What follows belongs to an exercise in optimizing a design on an open flow for small area, a short achievable clock period and few clock cycles per item; a production flow would make more cautious choices. The RTL was checked by simulation tests, not by an equivalence proof against the original design.

==> v19 <==
Design implicit_binary_tree_traversal, start of the top module:
module implicit_binary_tree_traversal (
   input  logic        clock,
   input  logic        reset,
   input  logic        req_valid,
   output logic        req_stall,
   input  logic [31:0] req_node_value,
   input  logic        req_last_node,
   output logic        rsp_valid,
   input  logic        rsp_stall,
   output logic [31:0] rsp_out_value,
   output logic [5:0]  rsp_out_index,
   output logic        rsp_last_out,
   output logic        rsp_overflowed,
   input  logic        csr_write_enable,
   input  logic [1:0]  csr_write_data
);
export LEC_CHECK = 0
export CAP_MARGIN = 20
export CORE_MARGIN = 2
export CORE_UTILIZATION = 45
export SETUP_SLACK_MARGIN = 3.6
export SLEW_MARGIN = 20
create_clock -name core_clock -period 6.5 [get_ports {clock}]
run.sh (not shown) runs the stock make flow with config.mk's settings and CLKGATE_MAP_FILE= SYNTH_SCRIPT=/design/flow/synth_recipe.tcl, a recipe that flattens the netlist after the stock synthesis.
==> inputs of v3, as changes to v19 <==
--- a/flow/design.v
+++ b/flow/design.v
@@ -21,16 +21,18 @@
    output logic        rsp_last_out,
    output logic        rsp_overflowed,
    input  logic        csr_write_enable,
    input  logic [1:0]  csr_write_data
 );
    localparam int TAGW = 2;
    localparam int NT   = 1 << TAGW;
    localparam int KW   = TAGW + 6;
+   localparam int NINS = 8;             
+   localparam int INSD = 64 / NINS;
    function automatic logic [6:0] pand7(input logic [6:0] a);
       logic a01, a23, a45, a03;
       a01      = a[0] & a[1];
       a23      = a[2] & a[3];
       a45      = a[4] & a[5];
       a03      = a01 & a23;
       pand7[0] = a[0];
       pand7[1] = a01;
@@ -73,20 +75,18 @@
    logic [NT-1:0]   tag_busy;
    logic            l0_v, l0_last, l0_drop;
    logic [31:0]     l0_data;
    logic [6:0]      l0_k;
    logic [TAGW-1:0] l0_tag;
    logic [1:0]      l0_ord;
    logic [63:0][31:0]   mem_q;
    logic [63:0][KW-1:0] key_q;
-   logic [63:0]     used_q, used_d, alloc_oh_q, alloc_oh_d, we_oh_q;
-   logic            alloc_ok_q, alloc_ok_d, alloc_upd;
-   logic [31:0]     wr_data_q;
-   logic [KW-1:0]   wr_key_q;
+   logic [63:0]     used_q, used_d;
+   logic [NINS-1:0] cand, cand_next, ins_oh;
    logic [6:0]      ld_M, ld_LB;
    logic            st_we;
    logic [NT-1:0]   ready;
    logic [6:0]      d_n   [NT];
    logic [1:0]      d_ord [NT];
    logic [NT-1:0]   d_ovf;
    logic            w_act, w_last;
    logic [TAGW-1:0] w_tag, nt_tag;
@@ -102,24 +102,26 @@
    logic            pipe_en, s1_move;
    logic            out_v, skid_v, out_free;
    logic [31:0]     out_val, skid_val, rd_data;
    logic [5:0]      out_idx, skid_idx;
    logic [6:0]      s1_idx;
    logic            out_last, skid_last, out_ovf, skid_ovf;
    assign req_stall = req_stall_ff;
    assign acc       = req_valid && !req_stall_ff && !reset;
-   logic l0_first, l0_tagok, l0_commit, l0_nd, pred_new, pred_hold, lz_any, l0_load;
+   logic l0_first, l0_tagok, l0_commit, l0_nd, pred_new, pred_hold, l0_load;
    always_comb begin
-      l0_commit  = l0_v && (l0_drop || (alloc_ok_q && l0_tagok));
+      for (int k = 0; k < NINS; k++) begin
+         cand[k]      = !used_q[(k * INSD + 63) % 64];
+         cand_next[k] = !used_q[(k * INSD + 62) % 64];
+      end
+      l0_commit  = l0_v && (l0_drop || ((|cand) && l0_tagok));
       l0_nd      = l0_commit && !l0_drop;
-      alloc_upd  = l0_nd || !alloc_ok_q;
-      alloc_ok_d = alloc_upd ? lz_any : 1'b1;
-      pred_new   = acc_k[6] || (lz_any && !(acc_k == 7'd0 && tag_busy[acc_tag]));
-      pred_hold  = lz_any && !(l0_first && tag_busy[l0_tag]);
+      pred_new   = acc_k[6] || ((|cand_next) && !(acc_k == 7'd0 && tag_busy[acc_tag]));
+      pred_hold  = (|cand_next) && !(l0_first && tag_busy[l0_tag]);
       l0_load    = !l0_v || l0_commit;
       if (reset)
          req_stall_d = 1'b1;
       else if (acc)
          req_stall_d = !pred_new;
       else
          req_stall_d = l0_v && !l0_commit && !pred_hold;
    end
@@ -167,65 +169,65 @@
             if (l0_commit && l0_first && l0_tag == TAGW'(t))
                tag_busy[t] <= 1'b1;
             else if (k_fin && k_key[KW-1:6] == TAGW'(t))
                tag_busy[t] <= 1'b0;
          end
       end
    end
    assign st_we = l0_nd;
-   for (genvar i = 0; i < 64; i++) begin : g_slot
-      always_ff @(posedge clock) begin
-         if (we_oh_q[i]) begin
-            mem_q[i] <= wr_data_q;
-            key_q[i] <= wr_key_q;
+   always_comb begin
+      ins_oh = '0;
+      for (int k = NINS - 1; k >= 0; k--) begin
+         if (cand[k]) begin
+            ins_oh    = '0;
+            ins_oh[k] = l0_nd;
          end
       end
    end
-   logic [63:0] pre_and [7];
-   logic [63:0] lz_u;
-   always_comb begin
-      used_d = (used_q | (l0_nd ? alloc_oh_q : 64'd0)) & ~(s1_move ? s1_oh : 64'd0);
-      pre_and[0] = used_q | alloc_oh_q;
-      for (int s = 0; s < 6; s++) begin
-         for (int b = 0; b < 64; b++) begin
-            if (((b >> s) & 1) == 1)
-               pre_and[s+1][b] = pre_and[s][b] & pre_and[s][((b >> s) << s) - 1];
-            else
-               pre_and[s+1][b] = pre_and[s][b];
+   for (genvar i = 0; i < 64; i++) begin : g_slot
+      if (i % INSD == 0) begin : g_ins
+         always_ff @(posedge clock) begin
+            if (ins_oh[i / INSD]) begin
+               mem_q[i] <= l0_data;
+               key_q[i] <= {l0_tag, ld_M[6:1]};
+            end else begin
+               mem_q[i] <= mem_q[(i + 63) % 64];
+               key_q[i] <= key_q[(i + 63) % 64];
+            end
+         end
+      end else begin : g_move
+         always_ff @(posedge clock) begin
+            mem_q[i] <= mem_q[i - 1];
+            key_q[i] <= key_q[i - 1];
          end
       end
-      lz_u[0] = !pre_and[0][0];
-      for (int b = 1; b < 64; b++)
-         lz_u[b] = !pre_and[0][b] && pre_and[6][b-1];
-      lz_any     = !pre_and[6][63];
-      alloc_oh_d = alloc_upd ? lz_u : alloc_oh_q;
+   end
+   logic [63:0] used_kept;
+   always_comb begin
+      used_kept = used_q & ~(s1_move ? s1_oh : 64'd0);
+      used_d    = {used_kept[62:0], used_kept[63]};
+      for (int k = 0; k < NINS; k++)
+         if (ins_oh[k])
+            used_d[k * INSD] = 1'b1;
    end
    logic [7:0] ld_y;
    logic [6:0] ld_x;
    always_comb begin
       ld_x = ld_M | dec7({ld_LB[5:0], 1'b0});
       ld_y = {&ld_x, inc7(ld_x)};
    end
    always_ff @(posedge clock) begin
-      wr_data_q <= l0_data;
-      wr_key_q  <= {l0_tag, ld_M[6:1]};
       if (reset) begin
          used_q     <= '0;
-         alloc_oh_q <= 64'd1;
-         alloc_ok_q <= 1'b1;
-         we_oh_q    <= '0;
          ld_M       <= 7'd64;
          ld_LB      <= 7'd64;
          ready      <= '0;
       end else begin
          used_q     <= used_d;
-         alloc_oh_q <= alloc_oh_d;
-         alloc_ok_q <= alloc_ok_d;
-         we_oh_q    <= l0_nd ? alloc_oh_q : 64'd0;
          if (l0_commit) begin
             if (l0_last) begin
                ld_M  <= 7'd64;
                ld_LB <= 7'd64;
             end else if (!l0_drop) begin
                if (ld_y[7]) begin
                   ld_M  <= ld_LB >> 1;
                   ld_LB <= ld_LB >> 1;
@@ -425,26 +427,26 @@
          k_LB[2]: k_j = {2'd0, 1'b1, k_M[6:3]};
          k_LB[1]: k_j = {1'd0, 1'b1, k_M[6:2]};
          default: k_j = 7'd64;
       endcase
    end
    logic [63:0] hit;
    always_comb begin
       for (int i = 0; i < 64; i++)
-         hit[i] = used_q[i] && !we_oh_q[i] && (key_q[i] == k_key);
+         hit[i] = used_q[i] && (key_q[i] == k_key);
    end
    always_ff @(posedge clock) begin
+      s1_oh <= pipe_en ? {hit[62:0], hit[63]} : {s1_oh[62:0], s1_oh[63]};
       if (reset) begin
          s1_v <= 1'b0;
       end else if (pipe_en) begin
          s1_v <= k_v;
       end
       if (pipe_en) begin
-         s1_oh   <= hit;
          s1_idx  <= dec7(k_j);
          s1_last <= k_last;
          s1_ovf  <= k_ovf;
       end
    end
    assign s1_move  = s1_v && pipe_en;
    assign out_free = !out_v || !rsp_stall;
    always_comb begin
==> flow/config.mk (replaced) <==
export PLATFORM = sky130hd
export DESIGN_NAME = implicit_binary_tree_traversal
export DESIGN_NICKNAME = implicit_binary_tree_traversal
export VERILOG_FILES = /design/flow/design.v
export SDC_FILE = /design/flow/constraint.sdc
export NUM_CORES = 4
export LEC_CHECK = 0
export CAP_MARGIN = 20
export CORE_MARGIN = 2
export CORE_UTILIZATION = 45
export SETUP_SLACK_MARGIN = 3.8
export SLEW_MARGIN = 20
==> results.json <==
{
  "status": "complete, no violations",
  "post-synth-top-area-cell": "dfxtp_1",
  "track_usage_pct": 30.6,
  "seq_area_frac_synth_pct": 68.8,
  "fin_skew_ns": 0.0801,
  "die_h_um": 451,
  "worst_slack_ns": 3.44,
  "power.share.clock_pct": 46.5,
  "r2r.worst_path.cells": 10,
  "sh_seq_area_pct": 59.2,
  "yosysTopAreaCellShare_pct": 61.7,
  "drive_above_1_share_pct": 16.7
}
(the above is from v3)
==> results.json <==
{
  "fin_cells": 11100,
  "viasPerCell": 6.80,
  "post-synth-top-area-cell": "edfxtp_1",
  "worst_slack_ns": 3.33,
  "die_h_um": 515,
  "min_to": "wr_data_q[7]$_DFF_P_",
  "met2_usage_pct": 50.6,
  "power.share.clock_pct": 43.2,
  "fin_skew_ns": 0.0701,
  "drive_above_1_share_pct": 14.4,
  "yosysTopAreaCellShare_pct": 72.4,
  "r2r.worst_path.cells": 12,
  "status": "complete, no violations",
  "layout_commonest_cell": "edfxtp_1",
  "cts_tree": "built"
}
(the above is from v19)
Testbench counts of v19, summed over its fixed seeds: cycles 13,702, items 12,608.
Testbench counts of v3, summed over its fixed seeds: cycles 14,129, items 12,608.

## re-timing with driven ports
No port has a modelled driver above. Below, the same layouts with a new extraction and two added sets of constraints.
Step 1, drivers: a clkbuf_16 drives clock and a buf_2 each remaining input, both assumed.
Step 2 moves the port delays by t, midway between the first and last clock arrival at a register: inputs arrive t later, outputs are due t later. That takes back most of the time a late clock gives input paths.
a / b / c = ideal / step 1 / step 2; a / b = the first two.
| run | t (ns) | setup slack, ns | pins driven straight from the clock port |
|---|---|---|---|
| v19 | 1.040 | 3.332 / 3.237 / 3.183 | 1 |
| v3 | 0.994 | 3.437 / 3.437 / 3.252 | 1 |
After both steps setup and hold are still met in every run listed. The setup slack of v3, which loses most, moves by 0.000 ns with the drivers and by -0.185 ns with both steps.
